From an optimization exercise on the open Yosys and OpenROAD flow, aimed at small area, a short achievable clock period and few clock cycles per item; shortcuts taken in it are not production practice. In this exercise RTL edits were held to simulation tests only and were not proved equivalent to the original. Power and IR drop assume default switching activity.

==> flow/design.v <==
package tlg_pkg;
    localparam int GRID_DIM = 16;
    localparam int ROW_W    = $clog2(GRID_DIM);
    localparam int BIRTH_COUNT   = 3;
    localparam int SURVIVE_COUNT = 2;
    localparam int STEP_LAST = GRID_DIM + 2;
    localparam int CLR_LAST  = GRID_DIM - 1;
    localparam int CNT_W     = $clog2(STEP_LAST + 1);
    typedef logic [GRID_DIM-1:0] t_row_word;
    typedef logic [ROW_W-1:0]    t_row_addr;
    typedef logic [CNT_W-1:0]    t_cnt;
    typedef logic [3:0]          t_nbr_cnt;
    typedef enum logic [2:0] {
        REQ_READ   = 3'd0,
        REQ_WRITE  = 3'd1,
        REQ_TOGGLE = 3'd2,
        REQ_STEP   = 3'd3,
        REQ_CLEAR  = 3'd4
    } t_req_type;
    typedef enum logic [2:0] {
        ST_INIT,
        ST_IDLE,
        ST_CELL_RD,
        ST_CELL_WR,
        ST_STEP,
        ST_CLEAR,
        ST_DONE
    } t_state;
    typedef struct packed {
        logic      we;
        t_row_addr waddr;
        t_row_word wdata;
        logic      re;
        t_row_addr raddr;
    } t_ram_req;
endpackage
module tlg_row_ram (
    input  logic              i_clk,
    input  tlg_pkg::t_ram_req i_req,
    output tlg_pkg::t_row_word o_rdata
);
    tlg_pkg::t_row_word r_mem [0:tlg_pkg::GRID_DIM-1];
    tlg_pkg::t_row_word r_rdata;
    always_ff @(posedge i_clk) begin
        if (i_req.we) begin
            r_mem[i_req.waddr] <= i_req.wdata;
        end
    end
    always_ff @(posedge i_clk) begin
        if (i_req.re) begin
            r_rdata <= r_mem[i_req.raddr];
        end
    end
    assign o_rdata = r_rdata;
endmodule
module tlg_fa (
    input  logic i_a,
    input  logic i_b,
    input  logic i_c,
    output logic o_s,
    output logic o_k
);
    assign o_s = i_a ^ i_b ^ i_c;
    assign o_k = (i_a & i_b) | (i_a & i_c) | (i_b & i_c);
endmodule
module tlg_row_rule (
    input  tlg_pkg::t_row_word i_above,
    input  tlg_pkg::t_row_word i_center,
    input  tlg_pkg::t_row_word i_below,
    output tlg_pkg::t_row_word o_next
);
    localparam int N = tlg_pkg::GRID_DIM;
    tlg_pkg::t_row_word s, k;
    for (genvar c = 0; c < N; c++) begin : g_v
        tlg_fa u_v (.i_a(i_above[c]), .i_b(i_center[c]), .i_c(i_below[c]), .o_s(s[c]), .o_k(k[c]));
    end
    for (genvar c = 0; c < N; c++) begin : g_col
        localparam int L = (c + N - 1) % N;
        localparam int R = (c + 1) % N;
        logic x0, x1, y0, y1, u;
        tlg_fa u_x (.i_a(s[L]), .i_b(s[c]), .i_c(s[R]), .o_s(x0), .o_k(x1));
        tlg_fa u_y (.i_a(k[L]), .i_b(k[c]), .i_c(k[R]), .o_s(y0), .o_k(y1));
        assign u = x1 ^ y0;
        assign o_next[c] = x0 ? (u && !y1) : (i_center[c] && !u && (x1 ^ y1));
    end
endmodule
module toroidal_life_grid_engine_core (
    input  logic       i_clk,
    input  logic       i_rst_n,
    input  logic       s_axis_tvalid,
    output logic       s_axis_tready,
    input  logic [15:0] s_axis_tdata,   
    input  logic [2:0] s_axis_tuser,    
    output logic       m_axis_tvalid,
    input  logic       m_axis_tready,
    output logic [7:0] m_axis_tdata     
);
    localparam int N = tlg_pkg::GRID_DIM;
    localparam int H = N / 2;
    localparam int QD = 3;               
    tlg_pkg::t_row_word r_live  [0:N-1];
    tlg_pkg::t_row_word r_prior [0:N-1];
    logic         x_valid;     
    logic         x_cell;      
    logic         x_step;      
    logic         x_tog;
    logic         x_wr;        
    logic         x_val;       
    logic         x_pclr;      
    logic [3:0]   x_col;
    logic [N-1:0] x_rrow;      
    logic         x_wt;        
    logic         x_all;       
    logic [N-1:0] x_rsel;      
    logic [N-1:0] x_csel;      
    logic         r_step2;     
    logic         r_pclr;      
    logic [2:0]   r_cnt;       
    logic [2:0]   r_owed;      
    logic         r_ready;
    logic         r_ovalid;
    logic [1:0]   r_q [0:QD-1];
    logic         accept, deliver;
    logic [2:0]   code;
    assign accept  = s_axis_tvalid && r_ready;
    assign deliver = r_ovalid && m_axis_tready;
    assign code    = s_axis_tuser;
    always_ff @(posedge i_clk) begin
        x_col <= s_axis_tdata[3:0];
        x_tog <= i_rst_n && (code == tlg_pkg::REQ_TOGGLE);
        x_wt  <= accept && ((code == tlg_pkg::REQ_WRITE) || (code == tlg_pkg::REQ_TOGGLE));
        x_all <= !i_rst_n || (accept && (code == tlg_pkg::REQ_CLEAR));
        x_wr  <= !i_rst_n || (code == tlg_pkg::REQ_WRITE) || (code == tlg_pkg::REQ_CLEAR);
        x_val <= i_rst_n && (code == tlg_pkg::REQ_WRITE) && s_axis_tdata[8];
        for (int i = 0; i < N; i++) begin
            x_rrow[i] <= (s_axis_tdata[7:4] == 4'(i));
        end
        if (!i_rst_n) begin
            x_valid <= 1'b0;
            x_cell  <= 1'b0;
            x_step  <= 1'b0;
            x_pclr  <= 1'b1;
            r_step2 <= 1'b0;
            r_pclr  <= 1'b0;
        end else begin
            x_valid <= accept;
            x_cell  <= accept && ((code == tlg_pkg::REQ_READ) || (code == tlg_pkg::REQ_WRITE)
                                  || (code == tlg_pkg::REQ_TOGGLE));
            x_step  <= accept && (code == tlg_pkg::REQ_STEP);
            x_pclr  <= accept && (code == tlg_pkg::REQ_CLEAR);
            r_step2 <= x_step;
            r_pclr  <= x_pclr;
        end
    end
    tlg_pkg::t_row_word live_row, prior_row, new_row, wr_row;
    always_comb begin
        live_row  = '0;
        prior_row = '0;
        for (int r = 0; r < N; r++) begin
            live_row  = live_row  | ({N{x_rrow[r]}} & r_live[r]);
            prior_row = prior_row | ({N{x_rrow[r]}} & r_prior[r]);
        end
    end
    assign new_row  = x_tog ? ~live_row : (x_wr ? {N{x_val}} : live_row);
    for (genvar i = 0; i < N; i++) begin : g_sel
        assign x_rsel[i] = x_all || (x_wt && x_rrow[i]);
        assign x_csel[i] = x_all || (x_col == 4'(i));
    end
    assign wr_row   = (x_csel & new_row) | (~x_csel & live_row);
    tlg_pkg::t_row_word r_halo_a, r_halo_b;
    tlg_pkg::t_row_word half_next [0:H-1];
    for (genvar j = 0; j < H; j++) begin : g_rule
        tlg_row_rule u_rule (
            .i_above  ((j == 0)     ? r_halo_a : r_live[j - 1]),
            .i_center (r_live[j]),
            .i_below  ((j == H - 1) ? r_halo_b : r_live[j + 1]),
            .o_next   (half_next[j])
        );
    end
    logic stepping;
    assign stepping = x_step || r_step2;
    always_ff @(posedge i_clk) begin
        for (int r = 0; r < N; r++) begin
            if (stepping) begin
                r_live[r] <= (r < H) ? r_live[r + H] : half_next[r - H];
            end else if (x_rsel[r]) begin
                r_live[r] <= wr_row;
            end
            if (((r < H) ? x_step : r_step2) || r_pclr) begin
                r_prior[r] <= r_live[r % H];
            end
        end
        if (x_step) begin
            r_halo_a <= r_live[H-1];
            r_halo_b <= r_live[0];
        end else if (r_step2) begin
            r_halo_a <= half_next[H-1];
            r_halo_b <= half_next[0];
        end else begin
            if (x_rsel[N-1]) r_halo_a <= wr_row;
            if (x_rsel[H])   r_halo_b <= wr_row;
        end
    end
    logic [1:0] res;
    assign res = {x_cell && !r_pclr && prior_row[x_col], x_cell && wr_row[x_col]};
    logic [2:0] cnt_next, owed_next;
    always_comb begin
        cnt_next = r_cnt;
        if (x_valid && !deliver) cnt_next = r_cnt + 3'd1;
        if (!x_valid && deliver) cnt_next = r_cnt - 3'd1;
        owed_next = r_owed;
        if (accept && !deliver) owed_next = r_owed + 3'd1;
        if (!accept && deliver) owed_next = r_owed - 3'd1;
    end
    always_ff @(posedge i_clk) begin
        if (!i_rst_n) begin
            r_cnt    <= '0;
            r_owed   <= '0;
            r_ovalid <= 1'b0;
            r_ready  <= 1'b1;
        end else begin
            r_cnt    <= cnt_next;
            r_owed   <= owed_next;
            r_ovalid <= (cnt_next != 3'd0);
            r_ready  <= (owed_next < 3'(QD)) && !(accept && (code == tlg_pkg::REQ_STEP));
        end
    end
    always_ff @(posedge i_clk) begin
        for (int i = 0; i < QD; i++) begin
            if (x_valid && (3'(i) == r_cnt - 3'(deliver))) begin
                r_q[i] <= res;
            end else if (deliver && i < QD - 1) begin
                r_q[i] <= r_q[i+1];
            end
        end
    end
    assign s_axis_tready = r_ready;
    assign m_axis_tvalid = r_ovalid;
    assign m_axis_tdata  = {6'b0, r_q[0]};
endmodule
export LEC_CHECK = 0
export CAP_MARGIN = 20
export CORE_MARGIN = 2
export CORE_UTILIZATION = 55
export SETUP_SLACK_MARGIN = 1.8
export SLEW_MARGIN = 20
export SYNTH_HIERARCHICAL = 1
export SYNTH_MINIMUM_KEEP_SIZE = 0
create_clock -name core_clock -period 5.0 [get_ports {i_clk}]
run.sh (not shown) runs the stock make flow with config.mk's settings and CLKGATE_MAP_FILE= SYNTH_SCRIPT=/design/flow/synth_recipe.tcl, a recipe that flattens the netlist after the stock synthesis.
The baseline ran to the end with no violations.
Testbench counts at the start, summed over its fixed seeds: cycles 5,843, items 4,800.
Next try:
- SETUP_SLACK_MARGIN: 1.8 -> 2.2
- TNS_END_PERCENT: default -> 0
Outcome: Wire length climbs by 4.3%. Setup slack gets better by 350 ps. Power climbs by 4.8%. Synthesized cell count does not change. Design area climbs by 8.0%. Worst hold slack stays flat. Sequential share of layout area drops by 3.1 points. Fmax climbs by 12%. Global-route usage climbs by 0.86 points. Clock power climbs by 4.0%. Non-clock buffer count climbs by 298.
Next try:
- CORE_UTILIZATION: 55 -> 60
- PLACE_DENSITY: default -> 0.75
- SETUP_SLACK_MARGIN: 2.2 -> 2.0
- TNS_END_PERCENT: 0 -> default
What happened: The changed run went through all stages and came out clean; sequential power grows slightly; design area shrinks by a few percent; routed wire length shrinks by a little under a tenth; synthesized cell count stays the same.

-- separate check: timing with driven ports --
Ports are ideal in the flow. The routed layouts listed here were re-timed in OpenROAD.
Step 1: set_driving_cell puts a clkbuf_16 on i_clk and a buf_2 on each other input, an assumption about the parent block.
Step 2 also shifts input and output timing later by t, the mid clock arrival at the registers, as if the neighbouring blocks saw the same clock.
Slacks: ideal ports / drivers / drivers and shift; pairs: ideal ports / drivers.
run | t, ns | setup WS [ns] | worst slew at a driven data input, ns | cell pins on the clock port's net
the first run | 0.681 | 1.771 / 1.771 / 1.601 | 0.06 | 1
the second run | 0.684 | 2.121 / 2.121 / 1.606 | 0.10 | 1
the third run | 0.698 | 1.941 / 1.941 / 1.542 | 0.05 | 1
After both steps every run listed still meets setup and hold. The setup slack of the second run, which loses most, moves by 0.000 ns with the drivers and by -0.515 ns with both steps.
